Source: an optimization exercise on an open RTL-to-GDS flow (aim: small area, a short achievable clock period and few clock cycles). Production flows keep margins and buffers that such runs may drop. Where RTL was checked, it was by simulation tests only, not by an equivalence proof against the original. Power and IR drop assume default switching activity.

Design median_filter_top, start of the top module:
module median_filter_top (
  input  logic   CLK,
  input  logic   RST,
  input  median_pkg::pixel_t din,
  input  logic   in_en,
  output logic   busy,
  output logic   out_valid,
  output median_pkg::pixel_t dout
);
==> flow/config.mk <==
export PLATFORM = sky130hd
export DESIGN_NAME = median_filter_top
export DESIGN_NICKNAME = median_filter_top
export VERILOG_FILES = /design/flow/design.v
export SDC_FILE = /design/flow/constraint.sdc
export NUM_CORES = 4
export LEC_CHECK = 0
export CAP_MARGIN = 20
export CORE_MARGIN = 2
export CORE_UTILIZATION = 65
export PLACE_DENSITY = 0.75
export SETUP_SLACK_MARGIN = 3.75
export SLEW_MARGIN = 20
==> flow/constraint.sdc <==
create_clock -name core_clock -period 6.0 [get_ports {CLK}]
set_input_delay 1.2000 -clock core_clock [delete_from_list [all_inputs] [get_ports {CLK}]]
set_output_delay 1.2000 -clock core_clock [all_outputs]
set_load 0.01 [all_outputs]
standard.sh (not shown) runs the stock make flow with config.mk's settings and CLKGATE_MAP_FILE= SYNTH_SCRIPT=/design/flow/synth_recipe.tcl, a recipe that flattens the netlist after the stock synthesis.
==> flow/flow/run.sh <==
#!/bin/bash
# The standard layout (standard.sh), with two changes:
#  - the clock tree is built without dummy loads, from clkbuf_8 leaf
#    buffers over smaller sink clusters
#  - ports are buffered with a small buffer (every port still gets one)
set -euo pipefail
export CTS_ARGS="-sink_clustering_enable -repair_clock_nets -sink_clustering_size 30 -sink_clustering_max_diameter 60 -sink_buffer_max_cap_derate 1.0 -dont_use_dummy_load -buf_list sky130_fd_sc_hd__clkbuf_16"
export BUFFER_PORTS_ARGS="-buffer_cell sky130_fd_sc_hd__buf_2"
bash standard.sh finish > standard.log 2>&1
Testbench counts at the start, summed over its fixed seeds: cycles 8,384.
==> next run, changes <==
==> flow/flow/run.sh (replaced) <==
#!/bin/bash
# The standard layout (standard.sh), with two changes:
#  - the clock tree is built without dummy loads, from clkbuf_8 leaf
#    buffers over smaller sink clusters
#  - ports are buffered with a small buffer (every port still gets one)
set -euo pipefail
export CTS_ARGS="-sink_clustering_enable -repair_clock_nets -sink_clustering_size 18 -sink_clustering_max_diameter 40 -dont_use_dummy_load -root_buf sky130_fd_sc_hd__clkbuf_16 -buf_list sky130_fd_sc_hd__clkbuf_8"
export BUFFER_PORTS_ARGS="-buffer_cell sky130_fd_sc_hd__buf_2"
bash standard.sh finish > standard.log 2>&1
SETUP_SLACK_MARGIN = 3.6   (was 3.75)
Die area stays the same. Flip-flop and latch count is unchanged. Final cell count climbs slightly. Area after synthesis is unchanged.

---

Setup of oak:
median_filter_top, a different RTL version from the one above (not shown whole).
For scale: ~410 flip-flops, roughly 21 I/O pins, ~0.013 sq mm of cells after synthesis.
// median_filter_top
module median_filter_top (
  input  logic   CLK,
  input  logic   RST,
  input  median_pkg::pixel_t din,
  input  logic   in_en,
  output logic   busy,
  output logic   out_valid,
  output median_pkg::pixel_t dout
);
make LEC_CHECK=0 ABC_CLOCK_PERIOD_IN_PS=2500 CAP_MARGIN=20 CORE_MARGIN=2 CORE_UTILIZATION=40 SETUP_SLACK_MARGIN=3.8 SLEW_MARGIN=20 finish   # period 6.0 ns
run.sh (not shown) runs the stock make flow with config.mk's settings and CLKGATE_MAP_FILE= SYNTH_SCRIPT=/design/flow/synth_recipe.tcl, a recipe that flattens the netlist after the stock synthesis.
Stock flow here: none of the scripts above is used.
oak has completed all stages; timing, DRC and antenna checks passed.
> inputs changed (oak -> pine)
-- flow/config.mk --
<<< oak, line 12
export SETUP_SLACK_MARGIN = 3.8
>>> pine, line 12
export SETUP_SLACK_MARGIN = 4.2
Results
[compare] base=oak new=pine: core utilization up 0.78 points, met2 demand-to-capacity share in global routing did not really move, global-route wire length before repair climbed 2.1%, wire length picked up an extra about 0.8%, final worst slack went down 54 ps.
Average wire per cell in the routed design of pine exceeds that of oak slightly.
pine against oak: total length of routed met3 wires went up by 43 microns, HPWL after detailed placement went up by 480 microns.
Between pine and oak, the power of the sequential group figures differ only marginally.
Cell area: pine and oak compared, higher one is pine
Function was not checked in any run of this note: the RTL went through the layout flow alone.

[static timing again, ports no longer ideal]
No port has a modelled driver above. Below, the same layouts with a new extraction and two added sets of constraints.
Step 1 assumes that a clkbuf_16 drives the clock port and a buf_2 every other input.
Step 2 moves the port delays by t, midway between the first and last clock arrival at a register: inputs arrive t later, outputs are due t later. That takes back most of the time a late clock gives input paths.
a / b / c = ideal / step 1 / step 2; a / b = the first two.
| run | t (ns) | setup slack, ns | hold WS [ns] | worst setup path at the end | slew at the worst register clock pin (ns) |
|---|---|---|---|---|---|
| the first run of note 1 | 0.572 | 3.747 / 3.702 / 3.482 | 0.308 / 0.308 / 0.308 | input to register | 0.10 / 0.10 |
| the second run of note 1 | 0.524 | 3.742 / 3.695 / 3.279 | 0.280 / 0.280 / 0.280 | input to register | 0.10 / 0.10 |
| oak | 0.578 | 3.663 / 3.663 / 3.386 | 0.314 / 0.314 / 0.314 | input to register | 0.07 / 0.07 |
| pine | 0.571 | 3.610 / 3.610 / 3.610 | 0.319 / 0.319 / 0.319 | register to register | 0.07 / 0.07 |
After both steps every run listed still meets setup and hold. The setup slack of the second run of note 1, which loses most, moves by -0.047 ns with the drivers and by -0.463 ns with both steps.
